This design comes from an exercise in tuning for small area, a short achievable clock period and few clock cycles per item on the open sky130 flow, not from production work. At most, simulation tests tie the RTL to the original design; equivalence was not proved. Only the layout flow was run in run 1; the RTL was not checked for function there.

==> flow/design.v (outline; a module is shown in full before it is edited, if it fits) <==
// module lfpd_front: 77 lines
// module lfpd_back: 330 lines
// module lfpd_istep: 859 lines
// module lfpd_dsum: 487 lines
// module line_follow_pid_drive: 90 lines
module line_follow_pid_drive (
    input  logic                                  aclk,
    input  logic                                  aresetn,
    input  logic                                  cfg_wr_en,
    input  logic [lfpd_pkg::CFG_IDX_W-1:0]        cfg_index,
    input  logic [lfpd_pkg::GAIN_W-1:0]           cfg_wdata,
    input  logic                                  s_valid,
    output logic                                  s_ready,
    input  logic [lfpd_pkg::SENSOR_W-1:0]         s_sensor_bits,
    output logic                                  m_valid,
    input  logic                                  m_ready,
    output logic signed [lfpd_pkg::DUTY_W-1:0]    m_left_duty,
    output logic signed [lfpd_pkg::DUTY_W-1:0]    m_right_duty,
    output logic                                  m_left_reverse,
    output logic                                  m_right_reverse,
    output logic                                  m_line_lost,
    output logic signed [lfpd_pkg::POS_W-1:0]     m_line_position
);
  // ...
==> flow/flow/run.sh <==
#!/bin/bash
# Standard layout with one netlist step added after synthesis: flow/invopt.py
# removes inverters around the full adders of the synthesized netlist (a full
# adder is self-dual, so complementing all of its inputs complements its
# outputs). Registers and every other cell are left as synthesis made them.
set -euo pipefail
R=orfs/results/${FLOW_PLATFORM}/line_follow_pid_drive/base
bash standard.sh synth > synth.log 2>&1
cp "$R/1_2_yosys.v" "$R/1_2_yosys.std.v"
python3 flow/invopt.py "$R/1_2_yosys.std.v" "$R/1_2_yosys.v" > invopt.log 2>&1
rm -f "$R/1_synth.odb" "$R/1_synth.sdc"
bash standard.sh > layout.log 2>&1
==> flow/flow/invopt.py <==
#!/usr/bin/env python3
"""Removes inverters around full adders in a flat sky130 gate netlist.

A full adder is self-dual: FA(~a, ~b, ~c) = (~sum, ~cout). Each FA may be
"flipped" (all inputs and outputs complemented) without changing the
function; inverters are then placed only where a net is needed in the
polarity its driver does not give. Registers and all other cells are kept.
usage: invopt.py IN.v OUT.v
"""
import re, sys
from collections import defaultdict

src = open(sys.argv[1]).read()
m = re.search(r'(module\s+(\w+)\s*\((.*?)\);)(.*?)(endmodule)', src, re.S)
header, top, body = m.group(1), m.group(2), m.group(4)

stmts = [s.strip() for s in body.split(';')]
decls, assigns, cells = [], [], []
cell_re = re.compile(r'^(sky130_fd_sc_hd__\w+)\s+(\S+)\s*\((.*)\)$', re.S)
for s in stmts:
    if not s: continue
    mm = cell_re.match(s)
    if mm:
        pins = [(p, n.strip()) for p, n in re.findall(r'\.(\w+)\(\s*((?:[^()]|\([^()]*\))*?)\s*\)', mm.group(3), re.S)]
        cells.append([mm.group(1), mm.group(2), pins])
    elif s.startswith('assign'):
        assigns.append(s)
    else:
        decls.append(s)

OUTPINS = {'X', 'Y', 'Q', 'Q_N', 'SUM', 'COUT', 'HI', 'LO'}
def is_inv(t): return re.match(r'sky130_fd_sc_hd__(inv|clkinv)_\d+$', t) is not None
def is_fa(t): return re.match(r'sky130_fd_sc_hd__fa_\d+$', t) is not None

fixed = set()
for a in assigns:
    for n in re.findall(r'[\\]?[\w\[\]\.\$]+(?:\s*\[\d+\])?', a[len('assign'):]):
        fixed.add(n.strip())
portnames = set(re.findall(r'(\w+)', m.group(3)))
# net names in decls like "output [3:0] m_line_position" -> port bits are "m_line_position[3]"
def net_is_port(n):
    base = n.split('[')[0].strip()
    return base in portnames

driver = {}
for ci, (t, name, pins) in enumerate(cells):
    for p, n in pins:
        if p in OUTPINS: driver[n] = (ci, p)

# root/parity through inverter chains
def root(n):
    par = 0
    seen = 0
    while n in driver and is_inv(cells[driver[n][0]][0]) and seen < 50:
        ci = driver[n][0]
        n = dict(cells[ci][2])['A']; par ^= 1; seen += 1
    return n, par

inv_cells = [ci for ci, c in enumerate(cells) if is_inv(c[0])]
fa_cells = [ci for ci, c in enumerate(cells) if is_fa(c[0])]
fa_idx = {ci: k for k, ci in enumerate(fa_cells)}

# loads: list of (cell index, pin, root net, parity); plus "fixed" uses of inverter outputs
loads = []
keep_inv = set()
for ci, (t, name, pins) in enumerate(cells):
    if is_inv(t): continue
    for p, n in pins:
        if p in OUTPINS: continue
        r, par = root(n)
        loads.append((ci, p, r, par))
# inverter outputs that are ports or used by assigns must stay as they are
for ci in inv_cells:
    y = dict(cells[ci][2])['Y']
    if y in fixed or net_is_port(y):
        keep_inv.add(ci)
for ci in keep_inv:
    a = dict(cells[ci][2])['A']
    r, par = root(a)
    loads.append((-1 - ci, 'A', r, par))   # a pseudo-load needing r ^ par

flip = [0] * len(fa_cells)
def gflip(net):
    d = driver.get(net)
    if d and is_fa(cells[d[0]][0]): return flip[fa_idx[d[0]]]
    return 0
def lflip(ci):
    if ci >= 0 and is_fa(cells[ci][0]): return flip[fa_idx[ci]]
    return 0

loads_by_net = defaultdict(list)
for k, (ci, p, r, par) in enumerate(loads):
    loads_by_net[r].append(k)
fa_load_nets = defaultdict(set)
for k, (ci, p, r, par) in enumerate(loads):
    if ci >= 0 and is_fa(cells[ci][0]): fa_load_nets[fa_idx[ci]].add(r)
fa_out_nets = defaultdict(set)
for ci in fa_cells:
    for p, n in cells[ci][2]:
        if p in OUTPINS: fa_out_nets[fa_idx[ci]].add(n)

def needs_inv(r):
    g = gflip(r)
    for k in loads_by_net[r]:
        ci, p, _, par = loads[k]
        if par ^ lflip(ci) ^ g: return 1
    return 0
def needs_true(r):
    g = gflip(r)
    for k in loads_by_net[r]:
        ci, p, _, par = loads[k]
        if not (par ^ lflip(ci) ^ g): return 1
    return 0
def cost_nets(nets):
    c = 0
    for r in nets:
        c += needs_inv(r)
        # a flipped FA output that is a port/fixed net needs its true value back
        if gflip(r) and (r in fixed or net_is_port(r)): c += 1
    return c

before = sum(needs_inv(r) for r in loads_by_net)
improved = True; rounds = 0
while improved and rounds < 20:
    improved = False; rounds += 1
    for k in range(len(fa_cells)):
        nets = fa_load_nets[k] | fa_out_nets[k]
        c0 = cost_nets(nets)
        flip[k] ^= 1
        c1 = cost_nets(nets)
        if c1 < c0: improved = True
        else: flip[k] ^= 1

# rewrite
newcells = []
newdecl = []
cnt = [0]
def fresh():
    cnt[0] += 1
    n = f"_invopt_{cnt[0]}_"
    newdecl.append(f"wire {n}")
    return n
# nets driven by flipped FAs that are ports/fixed: FA drives a fresh net, inverter restores
rename_out = {}
for ci in fa_cells:
    if flip[fa_idx[ci]]:
        for p, n in cells[ci][2]:
            if p in OUTPINS and (n in fixed or net_is_port(n)):
                rename_out[n] = fresh()
comp = {}   # root net -> net carrying its complement (w.r.t. the driven wire)
def wire_of(r):
    return rename_out.get(r, r)
def get_comp(r):
    if r not in comp:
        comp[r] = fresh()
        newcells.append(["sky130_fd_sc_hd__inv_1", f"_invopt_c{len(comp)}_", [("A", wire_of(r)), ("Y", comp[r])]])
    return comp[r]
for r in rename_out:
    # the true value of r = complement of the flipped FA's output wire
    newcells.append(["sky130_fd_sc_hd__inv_1", f"_invopt_p{cnt[0]}_{len(newcells)}_", [("A", rename_out[r]), ("Y", r)]])

load_map = {}
for k, (ci, p, r, par) in enumerate(loads):
    load_map[(ci, p)] = (r, par)
out_cells = []
for ci, (t, name, pins) in enumerate(cells):
    if is_inv(t) and ci not in keep_inv: continue
    newpins = []
    for p, n in pins:
        if p in OUTPINS:
            if is_fa(t) and flip[fa_idx[ci]] and n in rename_out:
                newpins.append((p, rename_out[n]))
            else:
                newpins.append((p, n))
        else:
            key = (ci, p) if not (is_inv(t) and ci in keep_inv) else (-1 - ci, 'A')
            r, par = load_map[key]
            need = par ^ lflip(ci if ci in fa_idx or is_fa(t) else -1) ^ gflip(r)
            if is_inv(t) and ci in keep_inv:
                # keep inverter: its input must be the complement of its (true) output
                need = par ^ gflip(r)
                if r in rename_out: need = par  # r itself carries the true value
                newpins.append((p, get_comp(r) if need else (r if r in rename_out else wire_of(r))))
                continue
            if r in rename_out:
                # r (restored true value) available; loads wanting true use r, inverted use FA wire
                need2 = par ^ lflip(ci)
                newpins.append((p, rename_out[r] if need2 else r))
            else:
                newpins.append((p, get_comp(r) if need else r))
    out_cells.append([t, name, newpins])
out_cells += newcells

lines = [header]
for d in decls: lines.append("  " + d + " ;")
for d in newdecl: lines.append("  " + d + " ;")
for t, name, pins in out_cells:
    pl = ",\n".join(f"    .{p}({n} )" for p, n in pins)
    lines.append(f"  {t} {name} (\n{pl}\n  );")
for a in assigns: lines.append("  " + a + " ;")
lines.append("endmodule")
open(sys.argv[2], 'w').write(src[:m.start()] + "\n".join(lines) + "\n" + src[m.end():])
after_inv = sum(1 for c in out_cells if is_inv(c[0]))
print(f"inverters: {len(inv_cells)} -> {after_inv}; flipped {sum(flip)} of {len(fa_cells)} FAs", file=sys.stderr)
==> flow/standard.sh <==
#!/bin/bash
# synth_recipe.tcl (not shown) runs the flow's synth.tcl, then flattens the netlist and writes it again
# the make line also repeats each setting of config.mk as NAME=value (left out here)
make -C /OpenROAD-flow-scripts/flow DESIGN_CONFIG=/design/flow/config.mk WORK_HOME=/design/flow/orfs CLKGATE_MAP_FILE= SYNTH_SCRIPT=/design/flow/synth_recipe.tcl "${@:-finish}"
==> flow/config.mk <==
export PLATFORM = sky130hd
export DESIGN_NAME = line_follow_pid_drive
export DESIGN_NICKNAME = line_follow_pid_drive
export VERILOG_FILES = /design/flow/design.v
export SDC_FILE = /design/flow/constraint.sdc
export NUM_CORES = 4
export LEC_CHECK = 0
export CAP_MARGIN = 20
export CORE_MARGIN = 2
export CORE_UTILIZATION = 40
export SETUP_SLACK_MARGIN = 3
export SLEW_MARGIN = 20
==> flow/constraint.sdc <==
create_clock -name core_clock -period 12.0 [get_ports {aclk}]
set_input_delay 2.4000 -clock core_clock [delete_from_list [all_inputs] [get_ports {aclk}]]
set_output_delay 2.4000 -clock core_clock [all_outputs]
set_load 0.01 [all_outputs]
==> run summary, run 1 <==
starting density of the core 40.6%; via count approximately 18,000; Setup Skew between 0.01 and 0.015 ns; share of cells above drive strength 1 10.6%; Reg2Reg Setup Slack 3.06 ns; Ports 53; area delta synth->final 13.8%; pin count of the biggest net entering global routing 71; DRT met1 WL approximately 26,000 um; CP Capture Point u_back.r2_mv[12]; Initial DRT Pass Iterations 5; status complete, no violations; Core Region 55,200 um2; non-clock buffer count around 130; Buf+Inv Stages, Crit Path 4; Starting DRT DRC Count between 900 and 1,000; critical path endpoint category register; most used cell, CP fa_1; #MultiIn Comb 1,960; Die X approximately 240 um; placed cell area roughly 24,000 um2; Top delay family on crit path adder cells; Tmin final 8.94 ns; worst-case clock buffer depth 2; buffers added on ports 51; Synth Net Count around 3,000
==> module lfpd_back, before the edit <==
module lfpd_back (
    input  logic                                  aclk,
    input  logic                                  aresetn,
    input  lfpd_pkg::cfg_t                        cfg,
    input  logic                                  en,
    input  logic                                  in_valid,
    input  logic                                  in_lost,
    input  logic [lfpd_pkg::POS_W-1:0]            in_position,
    input  logic [lfpd_pkg::POS_W:0]              in_dpos,
    input  logic [11:0]                           in_ki_term,
    input  logic                                  in_left_rev,
    input  logic                                  in_right_rev,
    output logic                                  m_valid,
    output logic signed [lfpd_pkg::DUTY_W-1:0]    m_left_duty,
    output logic signed [lfpd_pkg::DUTY_W-1:0]    m_right_duty,
    output logic                                  m_left_reverse,
    output logic                                  m_right_reverse,
    output logic                                  m_line_lost,
    output logic signed [lfpd_pkg::POS_W-1:0]     m_line_position
);
    function automatic logic [9:0] clamp_duty(
        input logic [15:0] v,
        input logic [7:0]  lo,
        input logic [8:0]  hi,
        input logic        lo_above_hi
    );
        logic lt, gt;
        lt = v[15] || ((v[14:8] == 7'd0) && (v[7:0] < lo));
        gt = !v[15] && ((v[14:9] != 6'd0) || (v[8:0] > hi));
        if (lo_above_hi || gt)  clamp_duty = {1'b0, hi};
        else if (lt)            clamp_duty = {2'b00, lo};
        else                    clamp_duty = {1'b0, v[8:0]};   
    endfunction
    function automatic logic [2:0] tbl_p(input logic [3:0] r, input logic [2:0] m);
        case ({r, m})
            7'd21: tbl_p = 3'd1;
            7'd22: tbl_p = 3'd1;
            7'd23: tbl_p = 3'd1;
            7'd28: tbl_p = 3'd1;
            7'd29: tbl_p = 3'd1;
            7'd30: tbl_p = 3'd1;
            7'd31: tbl_p = 3'd2;
            7'd35: tbl_p = 3'd1;
            7'd36: tbl_p = 3'd1;
            7'd37: tbl_p = 3'd2;
            7'd38: tbl_p = 3'd2;
            7'd39: tbl_p = 3'd2;
            7'd42: tbl_p = 3'd1;
            7'd43: tbl_p = 3'd1;
            7'd44: tbl_p = 3'd2;
            7'd45: tbl_p = 3'd2;
            7'd46: tbl_p = 3'd3;
            7'd47: tbl_p = 3'd3;
            7'd50: tbl_p = 3'd1;
            7'd51: tbl_p = 3'd1;
            7'd52: tbl_p = 3'd2;
            7'd53: tbl_p = 3'd3;
            7'd54: tbl_p = 3'd3;
            7'd55: tbl_p = 3'd4;
            7'd58: tbl_p = 3'd1;
            7'd59: tbl_p = 3'd2;
            7'd60: tbl_p = 3'd2;
            7'd61: tbl_p = 3'd3;
            7'd62: tbl_p = 3'd4;
            7'd63: tbl_p = 3'd4;
            7'd66: tbl_p = 3'd1;
            7'd67: tbl_p = 3'd2;
            7'd68: tbl_p = 3'd3;
            7'd69: tbl_p = 3'd4;
            7'd70: tbl_p = 3'd4;
            7'd71: tbl_p = 3'd5;
            7'd74: tbl_p = 3'd1;
            7'd75: tbl_p = 3'd2;
            7'd76: tbl_p = 3'd3;
            7'd77: tbl_p = 3'd4;
            7'd78: tbl_p = 3'd5;
            7'd79: tbl_p = 3'd6;
            default: tbl_p = 3'd0;
        endcase
    endfunction
    function automatic logic [3:0] tbl_d(input logic [3:0] r, input logic [3:0] m);
        case ({r, m})
            8'd26: tbl_d = 4'd1;
            8'd27: tbl_d = 4'd1;
            8'd28: tbl_d = 4'd1;
            8'd29: tbl_d = 4'd1;
            8'd30: tbl_d = 4'd1;
            8'd37: tbl_d = 4'd1;
            8'd38: tbl_d = 4'd1;
            8'd39: tbl_d = 4'd1;
            8'd40: tbl_d = 4'd1;
            8'd41: tbl_d = 4'd1;
            8'd42: tbl_d = 4'd2;
            8'd43: tbl_d = 4'd2;
            8'd44: tbl_d = 4'd2;
            8'd45: tbl_d = 4'd2;
            8'd46: tbl_d = 4'd2;
            8'd52: tbl_d = 4'd1;
            8'd53: tbl_d = 4'd1;
            8'd54: tbl_d = 4'd1;
            8'd55: tbl_d = 4'd2;
            8'd56: tbl_d = 4'd2;
            8'd57: tbl_d = 4'd2;
            8'd58: tbl_d = 4'd3;
            8'd59: tbl_d = 4'd3;
            8'd60: tbl_d = 4'd3;
            8'd61: tbl_d = 4'd3;
            8'd62: tbl_d = 4'd4;
            8'd67: tbl_d = 4'd1;
            8'd68: tbl_d = 4'd1;
            8'd69: tbl_d = 4'd2;
            8'd70: tbl_d = 4'd2;
            8'd71: tbl_d = 4'd2;
            8'd72: tbl_d = 4'd3;
            8'd73: tbl_d = 4'd3;
            8'd74: tbl_d = 4'd4;
            8'd75: tbl_d = 4'd4;
            8'd76: tbl_d = 4'd4;
            8'd77: tbl_d = 4'd5;
            8'd78: tbl_d = 4'd5;
            8'd82: tbl_d = 4'd1;
            8'd83: tbl_d = 4'd1;
            8'd84: tbl_d = 4'd2;
            8'd85: tbl_d = 4'd2;
            8'd86: tbl_d = 4'd3;
            8'd87: tbl_d = 4'd3;
            8'd88: tbl_d = 4'd4;
            8'd89: tbl_d = 4'd4;
            8'd90: tbl_d = 4'd5;
            8'd91: tbl_d = 4'd5;
            8'd92: tbl_d = 4'd6;
            8'd93: tbl_d = 4'd6;
            8'd94: tbl_d = 4'd7;
            8'd98: tbl_d = 4'd1;
            8'd99: tbl_d = 4'd1;
            8'd100: tbl_d = 4'd2;
            8'd101: tbl_d = 4'd3;
            8'd102: tbl_d = 4'd3;
            8'd103: tbl_d = 4'd4;
            8'd104: tbl_d = 4'd4;
            8'd105: tbl_d = 4'd5;
            8'd106: tbl_d = 4'd6;
            8'd107: tbl_d = 4'd6;
            8'd108: tbl_d = 4'd7;
            8'd109: tbl_d = 4'd7;
            8'd110: tbl_d = 4'd8;
            8'd114: tbl_d = 4'd1;
            8'd115: tbl_d = 4'd2;
            8'd116: tbl_d = 4'd2;
            8'd117: tbl_d = 4'd3;
            8'd118: tbl_d = 4'd4;
            8'd119: tbl_d = 4'd4;
            8'd120: tbl_d = 4'd5;
            8'd121: tbl_d = 4'd6;
            8'd122: tbl_d = 4'd7;
            8'd123: tbl_d = 4'd7;
            8'd124: tbl_d = 4'd8;
            8'd125: tbl_d = 4'd9;
            8'd126: tbl_d = 4'd9;
            8'd130: tbl_d = 4'd1;
            8'd131: tbl_d = 4'd2;
            8'd132: tbl_d = 4'd3;
            8'd133: tbl_d = 4'd4;
            8'd134: tbl_d = 4'd4;
            8'd135: tbl_d = 4'd5;
            8'd136: tbl_d = 4'd6;
            8'd137: tbl_d = 4'd7;
            8'd138: tbl_d = 4'd8;
            8'd139: tbl_d = 4'd8;
            8'd140: tbl_d = 4'd9;
            8'd141: tbl_d = 4'd10;
            8'd142: tbl_d = 4'd11;
            8'd146: tbl_d = 4'd1;
            8'd147: tbl_d = 4'd2;
            8'd148: tbl_d = 4'd3;
            8'd149: tbl_d = 4'd4;
            8'd150: tbl_d = 4'd5;
            8'd151: tbl_d = 4'd6;
            8'd152: tbl_d = 4'd7;
            8'd153: tbl_d = 4'd8;
            8'd154: tbl_d = 4'd9;
            8'd155: tbl_d = 4'd9;
            8'd156: tbl_d = 4'd10;
            8'd157: tbl_d = 4'd11;
            8'd158: tbl_d = 4'd12;
            default: tbl_d = 4'd0;
        endcase
    endfunction
    logic                    v1;
    logic                    r1_lost, r1_lrev, r1_rrev;
    logic [3:0]              r1_pos;
    logic [4:0]              r1_dpos;
    logic [11:0]             r1_ki_term;
    logic                    v2;
    logic                    r2_lost, r2_lrev, r2_rrev;
    logic [3:0]              r2_pos;
    logic [12:0]             r2_mv;
    logic [12:0]             integral_reg;
    logic                    izero_reg;
    logic                    v3;
    logic [9:0]              r3_left, r3_right;
    logic                    r3_lrev, r3_rrev, r3_lost;
    logic [3:0]              r3_pos;
    logic [5:0]              nstep_reg;
    logic signed [8:0]       speed_diff;
    logic signed [8:0]       speed_adj;
    assign speed_diff = $signed({1'b0, cfg.top_speed}) - $signed({1'b0, cfg.floor_speed});
    assign speed_adj  = speed_diff + (speed_diff[8] ? 9'sd7 : 9'sd0);
    logic [12:0]             i_next;
    logic [12:0]             mv_next;
    logic [2:0]              pos_mag;
    logic [3:0]              dpos_mag;
    logic [10:0]             pd;
    lfpd_istep u_istep (
        .integ (integral_reg),
        .izero (izero_reg),
        .e     (r1_ki_term),
        .ki    (cfg.ki_gain),
        .pd    (pd),
        .inext (i_next),
        .mv    (mv_next)
    );
    logic [7:0]              p_qm;
    logic [8:0]              d_qm;
    logic [7:0]              p_mag;
    logic [8:0]              d_mag;
    logic [10:0]             p_ext, d_ext;
    assign pos_mag  = r1_pos[3] ? (3'd0 - r1_pos[2:0]) : r1_pos[2:0];
    assign dpos_mag = r1_dpos[4] ? (4'd0 - r1_dpos[3:0]) : r1_dpos[3:0];
    assign p_qm     = cfg.kp_q * pos_mag;
    assign d_qm     = cfg.kd_q * dpos_mag;
    assign p_mag    = p_qm + {5'd0, tbl_p(cfg.kp_r, pos_mag)};
    assign d_mag    = d_qm + {5'd0, tbl_d(cfg.kd_r, dpos_mag)};
    assign p_ext    = {3'd0, p_mag};
    assign d_ext    = {2'd0, d_mag};
    assign pd       = (r1_pos[3] ? (11'd0 - p_ext) : p_ext) + (r1_dpos[4] ? (11'd0 - d_ext) : d_ext);
    logic                    mv_neg, mv_zero;
    logic [11:0]             mvx;
    logic [15:0]             xsum, ysum;
    logic [8:0]              ceil_s;
    logic                    floor_above_ceil;
    logic [9:0]              xc, yc;
    logic [9:0]              left_next, right_next;
    assign mv_neg  = r2_mv[12];
    assign mv_zero = (r2_mv == 13'd0);
    assign mvx     = r2_mv[11:0] ^ {12{mv_neg}};
    lfpd_dsum u_dsum (
        .mvx  (mvx),
        .s    (mv_neg),
        .ns   (nstep_reg),
        .top  (cfg.top_speed),
        .ysum (ysum),
        .xsum (xsum)
    );
    assign ceil_s           = {1'b0, cfg.top_speed} + 9'd1;
    assign floor_above_ceil = ({1'b0, cfg.floor_speed} > ceil_s);
    assign xc               = clamp_duty(xsum, cfg.floor_speed, ceil_s, floor_above_ceil);
    assign yc               = clamp_duty(ysum, cfg.floor_speed, ceil_s, floor_above_ceil);
    always_comb begin
        if (r2_lost) begin
            if (r2_pos[3]) begin
                left_next  = lfpd_pkg::LOST_LEFT_LDUTY;
                right_next = lfpd_pkg::LOST_LEFT_RDUTY;
            end else begin
                left_next  = lfpd_pkg::LOST_RIGHT_LDUTY;
                right_next = lfpd_pkg::LOST_RIGHT_RDUTY;
            end
        end else if (mv_zero) begin
            left_next  = {2'b00, cfg.top_speed} - 10'd4;
            right_next = {2'b00, cfg.top_speed} + 10'd1;
        end else if (!mv_neg) begin
            left_next  = yc;
            right_next = xc;
        end else begin
            left_next  = xc;
            right_next = yc;
        end
    end
    always_ff @(posedge aclk) begin
        nstep_reg <= 6'd0 - speed_adj[8:3];
    end
    always_ff @(posedge aclk) begin
        if (!aresetn) begin
            v1           <= 1'b0;
            v2           <= 1'b0;
            v3           <= 1'b0;
            izero_reg    <= 1'b1;
        end else if (en) begin
            v1 <= in_valid;
            v2 <= v1;
            v3 <= v2;
            if (v1 && !r1_lost) begin
                izero_reg <= 1'b0;
            end
        end
    end
    always_ff @(posedge aclk) begin
        if (en && v1 && !r1_lost) begin
            integral_reg <= i_next;
        end
    end
    always_ff @(posedge aclk) begin
        if (en) begin
            r1_lost      <= in_lost;
            r1_lrev      <= in_left_rev;
            r1_rrev      <= in_right_rev;
            r1_pos       <= in_position;
            r1_dpos      <= in_dpos;
            r1_ki_term   <= in_ki_term;
            r2_lost      <= r1_lost;
            r2_lrev      <= r1_lrev;
            r2_rrev      <= r1_rrev;
            r2_pos       <= r1_pos;
            r2_mv        <= mv_next;
            r3_left      <= left_next;
            r3_right     <= right_next;
            r3_lrev      <= r2_lrev;
            r3_rrev      <= r2_rrev;
            r3_lost      <= r2_lost;
            r3_pos       <= r2_pos;
        end
    end
    assign m_valid         = v3;
    assign m_left_duty     = r3_left;
    assign m_right_duty    = r3_right;
    assign m_left_reverse  = r3_lrev;
    assign m_right_reverse = r3_rrev;
    assign m_line_lost     = r3_lost;
    assign m_line_position = r3_pos;
endmodule
==> module line_follow_pid_drive, before the edit <==
module line_follow_pid_drive (
    input  logic                                  aclk,
    input  logic                                  aresetn,
    input  logic                                  cfg_wr_en,
    input  logic [lfpd_pkg::CFG_IDX_W-1:0]        cfg_index,
    input  logic [lfpd_pkg::GAIN_W-1:0]           cfg_wdata,
    input  logic                                  s_valid,
    output logic                                  s_ready,
    input  logic [lfpd_pkg::SENSOR_W-1:0]         s_sensor_bits,
    output logic                                  m_valid,
    input  logic                                  m_ready,
    output logic signed [lfpd_pkg::DUTY_W-1:0]    m_left_duty,
    output logic signed [lfpd_pkg::DUTY_W-1:0]    m_right_duty,
    output logic                                  m_left_reverse,
    output logic                                  m_right_reverse,
    output logic                                  m_line_lost,
    output logic signed [lfpd_pkg::POS_W-1:0]     m_line_position
);
    lfpd_pkg::cfg_t  cfg_reg;
    logic [4:0]      wdata_q;
    logic [3:0]      wdata_r;
    assign wdata_q = 5'(cfg_wdata / 8'd10);
    assign wdata_r = 4'(cfg_wdata % 8'd10);
    always_ff @(posedge aclk) begin
        if (!aresetn) begin
            cfg_reg.kp_q        <= 5'd1;
            cfg_reg.kp_r        <= 4'd0;
            cfg_reg.ki_gain     <= lfpd_pkg::KI_RESET;
            cfg_reg.kd_q        <= 5'd0;
            cfg_reg.kd_r        <= 4'd5;
            cfg_reg.top_speed   <= lfpd_pkg::MAX_RESET;
            cfg_reg.floor_speed <= lfpd_pkg::MIN_RESET;
        end else if (cfg_wr_en) begin
            unique case (cfg_index)
                lfpd_pkg::REG_KP_GAIN: begin
                    cfg_reg.kp_q <= wdata_q;
                    cfg_reg.kp_r <= wdata_r;
                end
                lfpd_pkg::REG_KI_GAIN:     cfg_reg.ki_gain     <= cfg_wdata;
                lfpd_pkg::REG_KD_GAIN: begin
                    cfg_reg.kd_q <= wdata_q;
                    cfg_reg.kd_r <= wdata_r;
                end
                lfpd_pkg::REG_TOP_SPEED:   cfg_reg.top_speed   <= cfg_wdata;
                lfpd_pkg::REG_FLOOR_SPEED: cfg_reg.floor_speed <= cfg_wdata;
                default:         cfg_reg             <= cfg_reg;
            endcase
        end
    end
    logic en;
    assign en      = !m_valid || m_ready;
    assign s_ready = en;
    logic                        f_lost, f_lrev, f_rrev;
    logic [lfpd_pkg::POS_W-1:0]  f_position;
    logic [lfpd_pkg::POS_W:0]    f_dpos;
    logic [11:0]                 f_ki_term;
    lfpd_front u_front (
        .aclk          (aclk),
        .aresetn       (aresetn),
        .accept        (s_valid && en),
        .s_sensor_bits (s_sensor_bits),
        .ki_gain       (cfg_reg.ki_gain),
        .lost          (f_lost),
        .position      (f_position),
        .dpos          (f_dpos),
        .ki_term       (f_ki_term),
        .left_rev      (f_lrev),
        .right_rev     (f_rrev)
    );
    lfpd_back u_back (
        .aclk            (aclk),
        .aresetn         (aresetn),
        .cfg             (cfg_reg),
        .en              (en),
        .in_valid        (s_valid),
        .in_lost         (f_lost),
        .in_position     (f_position),
        .in_dpos         (f_dpos),
        .in_ki_term      (f_ki_term),
        .in_left_rev     (f_lrev),
        .in_right_rev    (f_rrev),
        .m_valid         (m_valid),
        .m_left_duty     (m_left_duty),
        .m_right_duty    (m_right_duty),
        .m_left_reverse  (m_left_reverse),
        .m_right_reverse (m_right_reverse),
        .m_line_lost     (m_line_lost),
        .m_line_position (m_line_position)
    );
endmodule
==> inputs of run 2 (changes only) <==
--- a/flow/design.v
+++ b/flow/design.v
@@ -147,7 +147,7 @@
         gt = !v[15] && ((v[14:9] != 6'd0) || (v[8:0] > hi));
         if (lo_above_hi || gt)  clamp_duty = {1'b0, hi};
         else if (lt)            clamp_duty = {2'b00, lo};
-        else                    clamp_duty = {1'b0, v[8:0]};   
+        else                    clamp_duty = v[9:0];
     endfunction
     function automatic logic [2:0] tbl_p(input logic [3:0] r, input logic [2:0] m);
         case ({r, m})
@@ -1812,6 +1812,7 @@
     output logic signed [lfpd_pkg::POS_W-1:0]     m_line_position
 );
     lfpd_pkg::cfg_t  cfg_reg;
+    logic [lfpd_pkg::GAIN_W-1:0] ki_front_reg;
     logic [4:0]      wdata_q;
     logic [3:0]      wdata_r;
     assign wdata_q = 5'(cfg_wdata / 8'd10);
@@ -1821,6 +1822,7 @@
             cfg_reg.kp_q        <= 5'd1;
             cfg_reg.kp_r        <= 4'd0;
             cfg_reg.ki_gain     <= lfpd_pkg::KI_RESET;
+            ki_front_reg        <= lfpd_pkg::KI_RESET;
             cfg_reg.kd_q        <= 5'd0;
             cfg_reg.kd_r        <= 4'd5;
             cfg_reg.top_speed   <= lfpd_pkg::MAX_RESET;
@@ -1831,7 +1833,10 @@
                     cfg_reg.kp_q <= wdata_q;
                     cfg_reg.kp_r <= wdata_r;
                 end
-                lfpd_pkg::REG_KI_GAIN:     cfg_reg.ki_gain     <= cfg_wdata;
+                lfpd_pkg::REG_KI_GAIN: begin
+                    cfg_reg.ki_gain <= cfg_wdata;
+                    ki_front_reg    <= cfg_wdata;
+                end
                 lfpd_pkg::REG_KD_GAIN: begin
                     cfg_reg.kd_q <= wdata_q;
                     cfg_reg.kd_r <= wdata_r;
@@ -1854,7 +1859,7 @@
         .aresetn       (aresetn),
         .accept        (s_valid && en),
         .s_sensor_bits (s_sensor_bits),
-        .ki_gain       (cfg_reg.ki_gain),
+        .ki_gain       (ki_front_reg),
         .lost          (f_lost),
         .position      (f_position),
         .dpos          (f_dpos),
--- a/flow/config.mk
+++ b/flow/config.mk
@@ -8,5 +8,5 @@
 export CAP_MARGIN = 20
 export CORE_MARGIN = 2
 export CORE_UTILIZATION = 40
-export SETUP_SLACK_MARGIN = 3
+export SETUP_SLACK_MARGIN = 3.5
 export SLEW_MARGIN = 20
==> run 2 against run 1 <==
Compared with the run above:
- still clean on timing, DRC and antenna
- design area grew 2.8%
- clock skew is essentially flat
- synthesized area grew 0.75%
- count of clock-buffer cells in the layout is the same
- synthesized cell count shrank 0.12%
- wire length grew 2.8%
==> run summary, run 2 <==
status complete, no violations (unchanged); Initial DRT Pass Iterations 5 (unchanged); leading cell type in the layout, fill and taps excluded ha_1 (unchanged); Buf+Inv Stages, Crit Path 4 (unchanged); WL/cell 17.9 um (was 17.6 um); total wire length 59,200 um (was 57,600 um); share of cells above drive strength 1 12.9% (was 10.6%); area delta synth->final 16.1% (was 13.8%); placed cell area 24,000 um2 (was 23,800 um2); worst-case clock buffer depth 2 (unchanged); Startpoint Class register (unchanged); Cell Rows 87 (was 86); via count 17,800 (was 17,500); Synth Net Count 3,012 (was 3,009); GRT Residual Overflow 0 (unchanged); clk root buf clkbuf_16 (unchanged); setup TNS 0 ns (unchanged); post-route insts no fill 3,300 (was 3,267); CP Max Fanout 8 (was 6); hpwl dp 46,500 um (was 45,800 um); initial antenna violation count 1 (unchanged); design area 26,200 um2 (was 25,500 um2); unrepaired setup endpoints after global routing true (unchanged); required time of the worst setup path 12.18 ns (was 12.19 ns); Finish-stage setup viols 0 (unchanged); RD Place Congestion 0.903 (was 0.870); worst setup margin 3.39 ns (was 3.06 ns); Post-DRT Antenna Nets 0 (unchanged); max_cap viols 0 (unchanged); H-tree depth 4 (unchanged); fillers 5,203 (was 5,222); buffers added on ports 52 (was 51); crit-path max cell delay 0.58 ns (was 0.59 ns); pin count of the biggest net entering global routing 40 (was 71); Starting DRT DRC Count 1,157 (was 966); Worst Hold Class register to register (unchanged); TritonCTS clock tree built (unchanged); Die Height 242 um (was 241 um); register area 3690 um2 (was 3670 um2); Setup Skew 0.0126 ns (was 0.0125 ns); Mapped Cells 2,428 (was 2,431); # clock sinks 142 (was 141); Core Region 56,100 um2 (was 55,200 um2); clock-pin slew on the worst setup and hold paths 0.07 ns (about the same); via count of the first global-routing pass 18,100 (was 18,000); Global Route Usage Sum 20.2% (about the same); placed insts 3,176 (was 3,164); syn_area_per_cell 9.30 um2 (was 9.22 um2); Worst EP arrival 8.79 ns (was 9.13 ns); endpoints failing hold 0 (unchanged); Slew @ Worst Pin 1.12 ns (was 1.07 ns); Die X 242 um (was 241 um); DIE AREA 58,400 um2 (was 58,000 um2); # nets final 3,115 (was 3,084); Tcrit/Tclk final 71.8% (was 74.5%); post-placement setup slack 2.19 ns (was 1.80 ns); Synth Warn # 3 (unchanged); most used cell, CP fa_1 (unchanged); cts bufs inserted 17 (unchanged); Tmin final 8.61 ns (was 8.94 ns); ANT cells 0 (unchanged); max reg flops 34 (was 42); Multi-input gate area 18,600 um2 (was 18,200 um2); critical path endpoint category register (unchanged); most frequent cells in the layout ha_1 (271), fa_1 (257), inv_1 (244) (was ha_1 (269), fa_1 (258), nand2_1 (252)); Skew-Pair Late Insertion Delay 0.45 ns (about the same); Top delay family on crit path adder cells (unchanged); Post-CTS Hold Buffers 0 (unchanged); relative slew slack 24.9% (was 28.7%); Syn Std Cell Area 22,600 um2 (was 22,400 um2); Slew Viols, Final 0 (unchanged); Ports 53 (unchanged); # DRC 0 (unchanged); starting density of the core 40.3% (was 40.6%); highest clock rate 116 MHz (was 112 MHz); Via density 5.39 (was 5.36); Finished Core Util 46.8% (was 46.2%); first-pass GRT wire length 95,900 um (was 93,500 um); master of the slowest instance on the critical path fa_1 (unchanged); crit path kind register to register (unchanged)
-- run 2: cell types whose count changed in the layout (fill, tap and decap cells not counted), sizes merged, moves of 7 or more --
cell	previous run	this run
buf	81	101
o21ai	101	76
a31oi	15	23
nor3	34	41
nand3	50	35
a21o	20	30
and3	7	16
nand2	255	233
o211ai	18	28
o21a	18	30
a21oi	115	132
-- run 2: area by class of cell --
cell class / count / share of cell area, %
clock buffer: 18 / 1.67
timing repair buffer: 153 / 5.23
tap: 756 / 3.61
sequential: 142 / 14.1
multi-input combinational: 1959 / 71.0
inverter: 258 / 3.73
clock inverter: 14 / 0.668
-- run 2: timing repair --
item / 4_1_cts / 5_1_grt
setup endpoints to repair: 30 / 27
pin swaps: 98 / 47
setup buffers: 62 / 27
resized for setup: 120 / 63
cloned: 2 / 1
-- run 2: routing by layer --
metal | GRT usage (%) | part of all wire, % | wire, um
met1 | 27.2 | 45 | 26900
met2 | 34.7 | 49 | 29100
met3 | 2.75 | 3.9 | 2320
met4 | 4.00 | 1.4 | 852
met5 | 0 | 0.022 | 13
-- run 2: final timing paths --
path | slack, ns | to | cells past startpoint | start
worst max-delay path | 3.39 | u_back.r2_mv[12] | 29 | u_back.izero_reg
worst min register to register | 0.42 | u_back.r3_lrev | 0 | u_back.r2_lrev
worst max register to register | 3.39 | u_back.r2_mv[12] | 29 | u_back.izero_reg
worst min-delay path | 0.42 | u_back.r3_lrev | 0 | u_back.r2_lrev
-- run 2: stage by stage --
step | hold slack (ns)
after global placement | 0.406
after CTS | 0.424
after floorplan | 0.400
after global routing | 0.434
final | 0.421
after detailed placement | 0.407
Testbench counts of run 2, summed over its fixed seeds: cycles 1,944, items 1,920.
==> inputs of run 3 (changes only) <==
--- a/flow/config.mk
+++ b/flow/config.mk
@@ -5,8 +5,9 @@
 export SDC_FILE = /design/flow/constraint.sdc
 export NUM_CORES = 4
 export LEC_CHECK = 0
+export ABC_AREA = 1
 export CAP_MARGIN = 20
 export CORE_MARGIN = 2
 export CORE_UTILIZATION = 40
-export SETUP_SLACK_MARGIN = 3.5
+export SETUP_SLACK_MARGIN = 3
 export SLEW_MARGIN = 20
==> run 3 against run 2 <==
Compared with the run above:
- non-clock buffer count decreased by 58
- sequential share of layout area increased by 0.17 points
- design area decreased by 1.1%
- largest cell class unchanged
- register-to-register slack got worse by 0.16 ns
==> run summary, run 3 <==
worst-case clock buffer depth 2 (unchanged); initial antenna violation count 0 (was 1); hpwl dp 53,200 um (was 46,500 um); leading cell type in the layout, fill and taps excluded nand2_1 (was ha_1); most used cell, CP fa_1 (unchanged); Syn Std Cell Area 23,100 um2 (was 22,600 um2); Tmin final 8.78 ns (was 8.61 ns); GRT met3 Usage 2.61% (was 2.75%); Reg2Reg Setup Slack 3.22 ns (was 3.39 ns); setup TNS 0 ns (unchanged); fillers 5,659 (was 5,203); # DRC 0 (unchanged); Post-DRT Antenna Nets 0 (unchanged); Starting DRT DRC Count 1,355 (was 1,157); placed cell area 24,500 um2 (was 24,000 um2); max reg flops 34 (unchanged); DIE AREA 59,700 um2 (was 58,400 um2); M1 GR Usage 29.0% (was 27.2%); via count 19,700 (was 17,800); syn_area_per_cell 7.96 um2 (was 9.30 um2); # nets final 3,565 (was 3,115); ANT cells 0 (unchanged); # clock sinks 142 (unchanged); area delta synth->final 12.3% (was 16.1%); pin count of the biggest net entering global routing 44 (was 40); design area 25,900 um2 (was 26,200 um2); Die X 244 um (was 242 um); Finished Core Util 45.2% (was 46.8%); max_cap viols 0 (unchanged); Core Region 57,400 um2 (was 56,100 um2); highest clock rate 114 MHz (was 116 MHz); clk root buf clkbuf_16 (unchanged); Reg-to-Reg End u_back.r2_mv[11] (was u_back.r2_mv[12]); Initial DRT Pass Iterations 6 (was 5); share of cells above drive strength 1 7.01% (was 12.9%); Startpoint Class register (unchanged); GRT Residual Overflow 0 (unchanged); Setup Skew 0.0104 ns (was 0.0126 ns); WL/cell 17.0 um (was 17.9 um); Tcrit/Tclk final 73.1% (was 71.8%); cts bufs inserted 17 (unchanged); Finish-stage setup viols 0 (unchanged); Worst Hold Depth 0 (unchanged); TritonCTS clock tree built (unchanged); Via density 5.24 (was 5.39); Hold Crit Endpoint u_back.r2_lrev (was u_back.r3_lrev); GRT busiest layer met2 (unchanged); status complete, no violations (unchanged); Worst EP arrival 8.97 ns (was 8.79 ns); unrepaired setup endpoints after global routing false (was true); critical path endpoint category register (unchanged); most frequent cells in the layout nand2_1 (508), inv_1 (466), nor2_1 (284) (was ha_1 (271), fa_1 (257), inv_1 (244)); Skew-Pair Late Insertion Delay 0.45 ns (about the same); Synth Warn # 3 (unchanged); Ports 53 (unchanged); starting density of the core 40.3% (about the same); crit-path max cell delay 0.57 ns (was 0.58 ns); Worst Hold Class register to register (unchanged); HP Start u_back.r1_lrev (was u_back.r2_lrev); Global Route Usage Sum 21.8% (was 20.2%); endpoints failing hold 0 (unchanged); crit path kind register to register (unchanged); Die Height 244 um (was 242 um); Slew Viols, Final 0 (unchanged); Cell Rows 88 (was 87); worst r2r path cells 37 (was 29); Slew @ Worst Pin 1.07 ns (was 1.12 ns); first-pass GRT wire length 104,000 um (was 95,900 um); relative slew slack 28.7% (was 24.9%); M2 GR Usage 38.2% (was 34.7%); clock-pin slew on the worst setup and hold paths 0.06 ns (was 0.07 ns); RD Place Congestion 0.909 (was 0.903); worst r2r src ki_front_reg[5] (was u_back.izero_reg); Mapped Cells 2,903 (was 2,428); Hold WS 0.419 ns (was 0.421 ns); H-tree depth 4 (unchanged); total wire length 63,900 um (was 59,200 um); buffers added on ports 52 (unchanged); required time of the worst setup path 12.19 ns (was 12.18 ns); master of the slowest instance on the critical path fa_1 (unchanged); CP Max Fanout 7 (was 8); Synth Net Count 3,487 (was 3,012); via count of the first global-routing pass 20,000 (was 18,100)
run 3: area by class of cell:
class | count | area (um2) | area share (%)
Multi-Input combinational cell | 2239 | 17900 | 69.1
Sequential cell | 142 | 3700 | 14.3
Inverter | 485 | 1850 | 7.12
Tap cell | 765 | 957 | 3.69
Timing Repair Buffer | 95 | 855 | 3.30
Clock buffer | 18 | 429 | 1.66
Clock inverter | 14 | 213 | 0.820
Timing Repair inverter | 1 | 5.00 | 0.0193
run 3: worst max-delay path, delay by kind of cell (launching register included):
family	cells	cell delay [ns]
AOI/OAI and AO/OA	7	0.87
buffers and inverters	6	0.47
and+or+nand+nor	10	1.23
adders and majority gates	12	5.22
DFF	1	0.36
xor gates and xnor gates	2	0.36
run 3: how the worst max path moves through the flow:
stage,start,endpoint,slack (ns),depth (start not counted)
floorplan,u_back.izero_reg,u_back.r2_mv[12],3.00,33
global placement,u_back.izero_reg,u_back.r2_mv[12],2.33,35
detailed placement,ki_front_reg[5],u_back.r2_mv[12],2.10,36
CTS,ki_front_reg[5],u_back.r2_mv[11],3.00,37
global route,ki_front_reg[5],u_back.r2_mv[7],2.94,35
finish,ki_front_reg[5],u_back.r2_mv[11],3.22,37
run 3: through the flow:
stage	setup slack (ns)	instances
final	3.22	3759
after global routing	2.94	3759
after CTS	3.00	3732
after detailed placement	2.10	3688
after global placement	2.33	3688
after floorplan	3.00	2903
run 3: layer usage:
layer / vias up / routed length (um)
li1: 9579 / -
met1: 9635 / 29100
met2: 420 / 31300
met3: 71 / 2390
met4: 0 / 1060
met5: - / 0
run 3: repair_timing:
| action | 4_1_cts | 5_1_grt |
|---|---|---|
| cloned | 0 | 1 |
| hold buffers | 0 | 0 |
| setup buffers | 12 | 26 |
| pin swaps | 12 | 38 |
| resized for setup | 39 | 84 |
| endpoints found under the setup margin | 25 | 41 |
==> inputs of run 4 (changes only) <==
--- a/flow/config.mk
+++ b/flow/config.mk
@@ -5,7 +5,6 @@
 export SDC_FILE = /design/flow/constraint.sdc
 export NUM_CORES = 4
 export LEC_CHECK = 0
-export ABC_AREA = 1
 export CAP_MARGIN = 20
 export CORE_MARGIN = 2
 export CORE_UTILIZATION = 40
==> run 4 against run 3 <==
Compared with the run above:
- still clean
- global-route usage fell by 1.7 points
- clock skew increased by 0.0064 ns
- count of clock-buffer cells in the layout is the same
- wire length decreased by 8.2%
- via count is 10% lower
- synthesized cell count fell by 16%
- critical path depth down 4
- hold slack better by 0.0012 ns
- setup slack gained 0.017 ns
- core utilization increased by 0.39 points
- critical endpoint is now u_back.integral_reg[12]
- highest routed layer unchanged
==> run summary, run 4 <==
status complete, no violations (unchanged); Die Height 242 um (was 244 um); DIE AREA 58,400 um2 (was 59,700 um2); Startpoint Class register (unchanged); Via density 5.41 (was 5.24); Global Route Usage Sum 20.1% (was 21.8%); Slew @ Worst Pin 1.06 ns (was 1.07 ns); # nets final 3,081 (was 3,565); crit-path max cell delay 0.58 ns (was 0.57 ns); via count 17,700 (was 19,700); # DRC 0 (unchanged); area delta synth->final 13.2% (was 12.3%); first-pass GRT wire length 95,100 um (was 104,000 um); Post-DRT Antenna Nets 0 (unchanged); Skew-Pair Late Insertion Delay 0.45 ns (about the same); crit path kind register to register (unchanged); leading cell type in the layout, fill and taps excluded ha_1 (was nand2_1); Core Region 56,100 um2 (was 57,400 um2); TritonCTS clock tree built (unchanged); initial antenna violation count 0 (unchanged); Tmin final 8.76 ns (was 8.78 ns); clock-pin slew on the worst setup and hold paths 0.07 ns (was 0.06 ns); cts bufs inserted 17 (unchanged); unrepaired setup endpoints after global routing true (was false); Mapped Cells 2,428 (was 2,903); max_cap viols 0 (unchanged); setup TNS 0 ns (unchanged); RD Place Congestion 0.927 (was 0.909); hpwl dp 46,900 um (was 53,200 um); via count of the first global-routing pass 18,000 (was 20,000); buffers added on ports 52 (unchanged); Ports 53 (unchanged); pin count of the biggest net entering global routing 44 (unchanged); Slew Viols, Final 0 (unchanged); Worst EP arrival 8.97 ns (about the same); most used cell, CP fa_1 (unchanged); # clock sinks 142 (unchanged); Finish-stage setup viols 0 (unchanged); post-route insts no fill 3,266 (was 3,759); endpoints failing hold 0 (unchanged); Starting DRT DRC Count 1,027 (was 1,355); Die X 242 um (was 244 um); Synth Net Count 3,012 (was 3,487); starting density of the core 40.3% (about the same); relative slew slack 28.8% (was 28.7%); ANT cells 0 (unchanged); Syn Std Cell Area 22,600 um2 (was 23,100 um2); Synth Warn # 3 (unchanged); placed insts 3,176 (was 3,688); Worst Hold Class register to register (unchanged); WL/cell 17.9 um (was 17.0 um); Finished Core Util 45.6% (was 45.2%); share of cells above drive strength 1 9.24% (was 7.01%); Post-CTS Hold Buffers 0 (unchanged); critical path endpoint category register (unchanged); most frequent cells in the layout ha_1 (281), fa_1 (265), inv_1 (250) (was nand2_1 (508), inv_1 (466), nor2_1 (284)); master of the slowest instance on the critical path fa_2 (was fa_1); highest clock rate 114 MHz (about the same); Cell Rows 87 (was 88); Initial DRT Pass Iterations 5 (was 6); max reg flops 34 (unchanged); required time of the worst setup path 12.21 ns (was 12.19 ns); clk root buf clkbuf_16 (unchanged); worst-case clock buffer depth 2 (unchanged); GRT Residual Overflow 0 (unchanged); total wire length 58,600 um (was 63,900 um); H-tree depth 4 (unchanged); Setup Skew 0.0168 ns (was 0.0104 ns); CP Max Fanout 6 (was 7); Tcrit/Tclk final 73.0% (was 73.1%); syn_area_per_cell 9.30 um2 (was 7.96 um2)
-- run 4: changes by cell type in the layout (fill, tap and decap cells not counted), sizes merged, moves of 26 or more --
cell / change
and2: +136
nor2: -166
xor2: -48
inv: -217
buf: +26
nand2: -294
xnor2: +60
a211oi: +29
mux2i: +34
o21ai: -70
nor2b: +42
a21oi: -72
nand3: -130
-- run 4: what timing repair did --
item,in CTS,in global routing
resized for setup,57,54
pin swaps,5,42
endpoints found under the setup margin,26,22
gates cloned,0,1
buffers inserted,28,29
-- run 4: worst max-delay path: cells and delay by family (launching register included) --
family / cells / cell delay (ns)
AOI/OAI and AO/OA: 8 / 1.47
xor gates and xnor gates: 1 / 0.14
adders and majority gates: 10 / 4.60
buffers and inverters: 7 / 0.96
DFF: 1 / 0.37
and+or+nand+nor: 7 / 0.96
-- run 4: layer usage --
| layer | track usage [%] | wire [um] |
|---|---|---|
| met5 | 0 | 0 |
| met4 | 3.89 | 845 |
| met3 | 2.40 | 2370 |
| met2 | 34.2 | 28500 |
| met1 | 27.5 | 26900 |
-- run 4: cell type report --
type	instances	area [um2]
clock buffers	18	439
multi-input cells	1957	18200
fillers	5336	30500
clock inverters	14	170
repair buffers	121	1110
inverters	258	978
well taps	756	946
flip-flops and latches	142	3690
-- run 4: worst paths after layout --
path,start,cells after the start,slack [ns],end
worst max-delay path,u_back.izero_reg,33,3.24,u_back.integral_reg[12]
worst min-delay path,u_back.r1_rrev,0,0.42,u_back.r2_rrev
worst max register to register,u_back.izero_reg,33,3.24,u_back.integral_reg[12]
worst min register to register,u_back.r1_rrev,0,0.42,u_back.r2_rrev
-- run 4: metrics by stage --
step	worst slack (ns)	cell area [um2]	hold WS, ns
detailed placement	1.89	23900	0.407
global route	2.88	25600	0.428
floorplan	3.17	22600	0.400
finish	3.24	25600	0.420
global placement	2.06	23900	0.405
CTS	2.99	25000	0.423
==> inputs of run 5 (changes only) <==
--- a/flow/config.mk
+++ b/flow/config.mk
@@ -7,6 +7,6 @@
 export LEC_CHECK = 0
 export CAP_MARGIN = 20
 export CORE_MARGIN = 2
-export CORE_UTILIZATION = 40
+export CORE_UTILIZATION = 70
 export SETUP_SLACK_MARGIN = 3
 export SLEW_MARGIN = 20
==> run 5 against run 4 <==
Compared with the run above:
- critical endpoint unchanged
- clock skew down 0.0047 ns
- global-route usage up 15 points
- design area shrank 1.6%
- synthesized area unchanged
- cell count shrank 11%
- via count is 4.1% higher
- setup slack worse by 0.23 ns
==> run summary, run 5 <==
starting density of the core 71.4% (was 40.3%); DIE AREA 33,700 um2 (was 58,400 um2); crit path kind register to register (unchanged); highest clock rate 111 MHz (was 114 MHz); Setup Skew 0.0121 ns (was 0.0168 ns); Core Region 31,600 um2 (was 56,100 um2); GRT met3 Usage 4.26% (was 2.40%); Post-DRT Antenna Nets 0 (unchanged); cts bufs inserted 17 (unchanged); RD Place Congestion 0.967 (was 0.927); unrepaired setup endpoints after global routing true (unchanged); setup TNS 0 ns (unchanged); Worst Hold Class register to register (unchanged); Worst EP arrival 9.17 ns (was 8.97 ns); crit-path max cell delay 0.62 ns (was 0.58 ns); area delta synth->final 11.3% (was 13.2%); via count of the first global-routing pass 18,600 (was 18,000); GRT Residual Overflow 0 (unchanged); master of the slowest instance on the critical path fa_1 (was fa_2); H-tree depth 4 (unchanged); Skew-Pair Late Insertion Delay 0.43 ns (was 0.45 ns); WL/cell 20.7 um (was 17.9 um); Startpoint Class register (unchanged); # DRC 0 (unchanged); ANT cells 0 (unchanged); post-route insts no fill 2,898 (was 3,266); critical path endpoint category register (unchanged); relative slew slack 27.8% (was 28.8%); M1 GR Usage 45.9% (was 27.5%); Global Route Usage Sum 35.5% (was 20.1%); Finish-stage setup viols 0 (unchanged); first-pass GRT wire length 94,400 um (was 95,100 um); Tmin final 8.99 ns (was 8.76 ns); total wire length 60,000 um (was 58,600 um); Slew Viols, Final 0 (unchanged); # clock sinks 142 (unchanged); Via density 6.35 (was 5.41); syn_area_per_cell 9.30 um2 (unchanged); status complete, no violations (unchanged); Slew @ Worst Pin 1.08 ns (was 1.06 ns); Mapped Cells 2,428 (unchanged); Ports 53 (unchanged); Syn Std Cell Area 22,600 um2 (unchanged); Die X 184 um (was 242 um); max_cap viols 0 (unchanged); most frequent cells in the layout ha_1 (277), fa_1 (261), inv_1 (247) (was ha_1 (281), fa_1 (265), inv_1 (250)); Die Height 184 um (was 242 um); Synth Warn # 3 (unchanged); CP Max Fanout 7 (was 6); leading cell type in the layout, fill and taps excluded ha_1 (unchanged); required time of the worst setup path 12.18 ns (was 12.21 ns); most used cell, CP fa_1 (unchanged); Starting DRT DRC Count 1,761 (was 1,027); worst-case clock buffer depth 2 (unchanged); pin count of the biggest net entering global routing 44 (unchanged); Initial DRT Pass Iterations 10 (was 5); M2 GR Usage 61.4% (was 34.2%); Synth Net Count 3,012 (unchanged); Tcrit/Tclk final 74.9% (was 73.0%); clock-pin slew on the worst setup and hold paths 0.07 ns (about the same); hpwl dp 45,900 um (was 46,900 um); placed insts 2,822 (was 3,176); Cell Rows 65 (was 87); endpoints failing hold 0 (unchanged); buffers added on ports 52 (unchanged); initial antenna violation count 0 (unchanged); max reg flops 34 (unchanged); TritonCTS clock tree built (unchanged); # nets final 3,067 (was 3,081); share of cells above drive strength 1 9.66% (was 9.24%); clk root buf clkbuf_16 (unchanged); via count 18,400 (was 17,700); GRT busiest layer met2 (unchanged)
[run 5: path summary, 6_finish.rpt]
check	start	endpoint	slack, ns	depth (start not counted)
worst max register to register	u_back.izero_reg	u_back.integral_reg[12]	3.01	29
worst min-delay path	u_back.r2_pos[1]	u_back.r3_pos[1]	0.42	0
worst max-delay path	u_back.izero_reg	u_back.integral_reg[12]	3.01	29
worst min register to register	u_back.r2_pos[1]	u_back.r3_pos[1]	0.42	0
[run 5: worst max-delay path, delay by kind of cell (launching register included)]
family,cells,cell delay [ns]
flops,1,0.38
fa+ha+maj,10,4.81
xor+xnor,1,0.34
simple gates,7,1.23
buf+inv,3,0.37
compound gates,8,1.61
[run 5: repair_timing]
item	CTS	global route
cloned	0	0
hold buffers	0	0
endpoints found under the setup margin	27	21
resized for setup	60	83
pin swaps	19	50
buffers inserted	29	15
[run 5: cell type report]
cell class,instances,area (um2)
Clock buffer,20,468
Timing Repair Buffer,108,998
Inverter,258,968
Clock inverter,12,124
Tap cell,402,503
Fill cell,2018,6500
Multi-Input combinational cell,1956,18400
Sequential cell,142,3690
[run 5: routing by layer]
layer	vias up	routed length, um
met3	193	3710
met1	9020	23800
met2	796	29900
met4	0	2570
li1	8387	-
met5	-	0
[run 5: per-stage QoR]
step                util (%)  instance area, um2  worst slack, ns  hold slack (ns)
finish                  79.5               25100             3.01            0.421
CTS                     77.6               24600             2.99            0.421
global route            79.5               25100             2.71            0.424
global placement        74.1               23400             2.24            0.401
detailed placement      74.1               23400             1.95            0.405
floorplan                  -               22600             3.17            0.400
==> inputs of run 6 (changes only) <==
--- a/flow/config.mk
+++ b/flow/config.mk
@@ -7,6 +7,6 @@
 export LEC_CHECK = 0
 export CAP_MARGIN = 20
 export CORE_MARGIN = 2
-export CORE_UTILIZATION = 70
+export CORE_UTILIZATION = 55
 export SETUP_SLACK_MARGIN = 3
 export SLEW_MARGIN = 20
==> run 6 against run 5 <==
Compared with the run above:
- flip-flop and latch count unchanged
- synthesized area unchanged
- sequential share of layout area about the same
- die area increased by 27%
- first-iteration DRC count decreased by 33%
- via count decreased by 4.3%
- register-to-register slack improved by 0.30 ns
==> run summary, run 6 <==
status complete, no violations (unchanged); max_cap viols 0 (unchanged); Initial DRT Pass Iterations 5 (was 10); Setup Skew 0.0110 ns (was 0.0121 ns); ANT cells 0 (unchanged); highest clock rate 115 MHz (was 111 MHz); Ports 53 (unchanged); WL/cell 19.3 um (was 20.7 um); RD Place Congestion 0.905 (was 0.967); worst r2r src u_back.izero_reg (unchanged); worst r2r path cells 32 (was 29); Top delay family on crit path adder cells (unchanged); Cell Rows 74 (was 65); # nets final 3,070 (was 3,067); Startpoint Class register (unchanged); Worst EP arrival 8.88 ns (was 9.17 ns); leading cell type in the layout, fill and taps excluded ha_1 (unchanged); area delta synth->final 11.5% (was 11.3%); first-pass GRT wire length 93,800 um (was 94,400 um); clk root buf clkbuf_16 (unchanged); master of the slowest instance on the critical path fa_1 (unchanged); via count 17,600 (was 18,400); Via density 5.81 (was 6.35); Tcrit/Tclk final 72.5% (was 74.9%); Skew-Pair Late Insertion Delay 0.43 ns (about the same); Post-CTS Hold Buffers 0 (unchanged); relative slew slack 29.2% (was 27.8%); syn_area_per_cell 9.30 um2 (unchanged); buffers added on ports 52 (unchanged); endpoints failing hold 0 (unchanged); most used cell, CP fa_1 (unchanged); Hold Crit Endpoint u_back.r3_rrev (was u_back.r3_pos[1]); H-tree depth 4 (unchanged); GRT busiest layer met2 (unchanged); share of cells above drive strength 1 8.96% (was 9.66%); via count of the first global-routing pass 18,000 (was 18,600); Syn Std Cell Area 22,600 um2 (unchanged); unrepaired setup endpoints after global routing true (unchanged); Global Route Usage Sum 28.1% (was 35.5%); Synth Warn # 3 (unchanged); worst-case clock buffer depth 2 (unchanged); Die Height 207 um (was 184 um); most frequent cells in the layout ha_1 (280), fa_1 (267), inv_1 (248) (was ha_1 (277), fa_1 (261), inv_1 (247)); cts bufs inserted 17 (unchanged); M2 GR Usage 49.6% (was 61.4%); total wire length 58,600 um (was 60,000 um); clock-pin slew on the worst setup and hold paths 0.06 ns (was 0.07 ns); Die X 207 um (was 184 um); HP Start u_back.r2_rrev (was u_back.r2_pos[1]); Worst Hold Depth 0 (unchanged); Slew @ Worst Pin 1.06 ns (was 1.08 ns); # clock sinks 142 (unchanged); Reg2Reg Setup Slack 3.31 ns (was 3.01 ns); max reg flops 34 (unchanged); crit-path max cell delay 0.57 ns (was 0.62 ns); Reg-to-Reg End u_back.integral_reg[12] (unchanged); TritonCTS clock tree built (unchanged); Multi-input gate area 18,300 um2 (was 18,400 um2); # DRC 0 (unchanged); crit path kind register to register (unchanged); register area 3690 um2 (about the same); Mapped Cells 2,428 (unchanged); Starting DRT DRC Count 1,184 (was 1,761); GRT Residual Overflow 0 (unchanged); DIE AREA 42,700 um2 (was 33,700 um2); M1 GR Usage 35.7% (was 45.9%); placed insts 2,954 (was 2,822); hpwl dp 47,000 um (was 45,900 um); critical path endpoint category register (unchanged); setup TNS 0 ns (unchanged); Synth Net Count 3,012 (unchanged); post-route insts no fill 3,031 (was 2,898); Tmin final 8.69 ns (was 8.99 ns); starting density of the core 55.6% (was 71.4%); Finish-stage setup viols 0 (unchanged); Buf+Inv Stages, Crit Path 5 (was 3); GRT met3 Usage 3.19% (was 4.26%); initial antenna violation count 1 (was 0); CP Max Fanout 5 (was 7); pin count of the biggest net entering global routing 45 (was 44); Post-DRT Antenna Nets 0 (unchanged); fillers 3,480 (was 2,018); required time of the worst setup path 12.19 ns (was 12.18 ns); Slew Viols, Final 0 (unchanged); Core Region 40,600 um2 (was 31,600 um2); Worst Hold Class register to register (unchanged)
## run 6: cell count changes in the layout (fill, tap and decap cells not counted), sizes merged
| cell | delta |
|---|---|
| inv | -3 |
| bufinv | +1 |
| clkbuf | -2 |
| buf | +2 |
| o32ai | +1 |
| clkinv | +7 |
| clkinvlp | -3 |
## run 6: metrics by stage
stage	util, %	hold slack [ns]	area, um2	setup WS (ns)
finish	61.9	0.419	25200	3.31
global route	61.9	0.426	25200	2.88
CTS	60.5	0.420	24600	3.02
detailed placement	58.1	0.405	23600	1.94
global placement	58.1	0.402	23600	2.19
floorplan	-	0.400	22600	3.17
## run 6: worst max-delay path by stage
stage / end / depth (start not counted) / from
2_1_floorplan: u_back.integral_reg[11] / 32 / ki_front_reg[0]
3_3_place_gp: u_back.integral_reg[11] / 31 / ki_front_reg[1]
3_5_place_dp: u_back.integral_reg[11] / 31 / ki_front_reg[1]
4_1_cts: u_back.r2_mv[12] / 30 / u_back.izero_reg
5_1_grt: u_back.r2_mv[12] / 39 / u_back.r1_dpos[0]
6_report: u_back.integral_reg[12] / 32 / u_back.izero_reg
## run 6: cell type report
class                           count  area share, %
Multi-Input combinational cell   1957           72.6
Sequential cell                   142           14.7
Timing Repair Buffer              110           3.89
Inverter                          258           3.87
Tap cell                          532           2.64
Clock buffer                       18           1.74
Clock inverter                     14          0.631
## run 6: worst reg2reg max path: cells and delay by family (launching register included)
family                   cells  cell delay [ns]
adder cells (fa/ha/maj)     10             4.50
AO/OA/AOI/OAI               11             1.93
AND/OR/NAND/NOR              5             0.82
buffers and inverters        5             0.67
flip-flops                   1             0.35
XOR/XNOR                     1             0.19
## run 6: what timing repair did
item / in CTS / in global routing
endpoints found under the setup margin: 26 / 35
pin swaps: 5 / 40
gates resized for setup: 50 / 66
buffers inserted: 25 / 19
gates cloned: 0 / 1
## run 6: metal layers
layer  share of wire [%]  up-vias
li1                    -     8402
met1                  42     8679
met2                  50      426
met3                 4.1       98
met4                 3.4        0
met5                   0        -

-- static timing again, ports no longer ideal --
In the flow no input, the clock included, has a driving cell. The finished layouts below were timed again as built, in two steps. Step 1: set_driving_cell puts a clkbuf_16 on aclk and a buf_2 on each other input, an assumption about the parent block. Step 2 times the ports against the registers' clock, not the clock port: input delays grow and output delays shrink by t, the midpoint of the rising clock arrivals with the driver on. Three values: ideal ports, drivers, drivers and shift; two values: the first two.
| run | t (ns) | slack for setup (ns) | hold slack, ns | worst slew at a driven data input, ns |
|---|---|---|---|---|
| run 1 | 0.491 | 3.055 / 3.055 / 3.055 | 0.420 / 0.420 / 0.420 | 0.04 |
| run 2 | 0.494 | 3.389 / 3.389 / 3.389 | 0.421 / 0.421 / 0.421 | 0.03 |
| run 3 | 0.496 | 3.224 / 3.224 / 3.072 | 0.419 / 0.419 / 0.419 | 0.04 |
| run 4 | 0.498 | 3.241 / 3.241 / 2.938 | 0.420 / 0.420 / 0.420 | 0.11 |
| run 5 | 0.467 | 3.008 / 3.008 / 3.008 | 0.421 / 0.421 / 0.421 | 0.07 |
| run 6 | 0.480 | 3.306 / 3.306 / 3.054 | 0.419 / 0.419 / 0.419 | 0.04 |
After both steps every run listed still meets setup and hold. For run 4, which loses most, drivers alone change the setup slack by 0.000 ns; drivers and shift together by -0.303 ns.
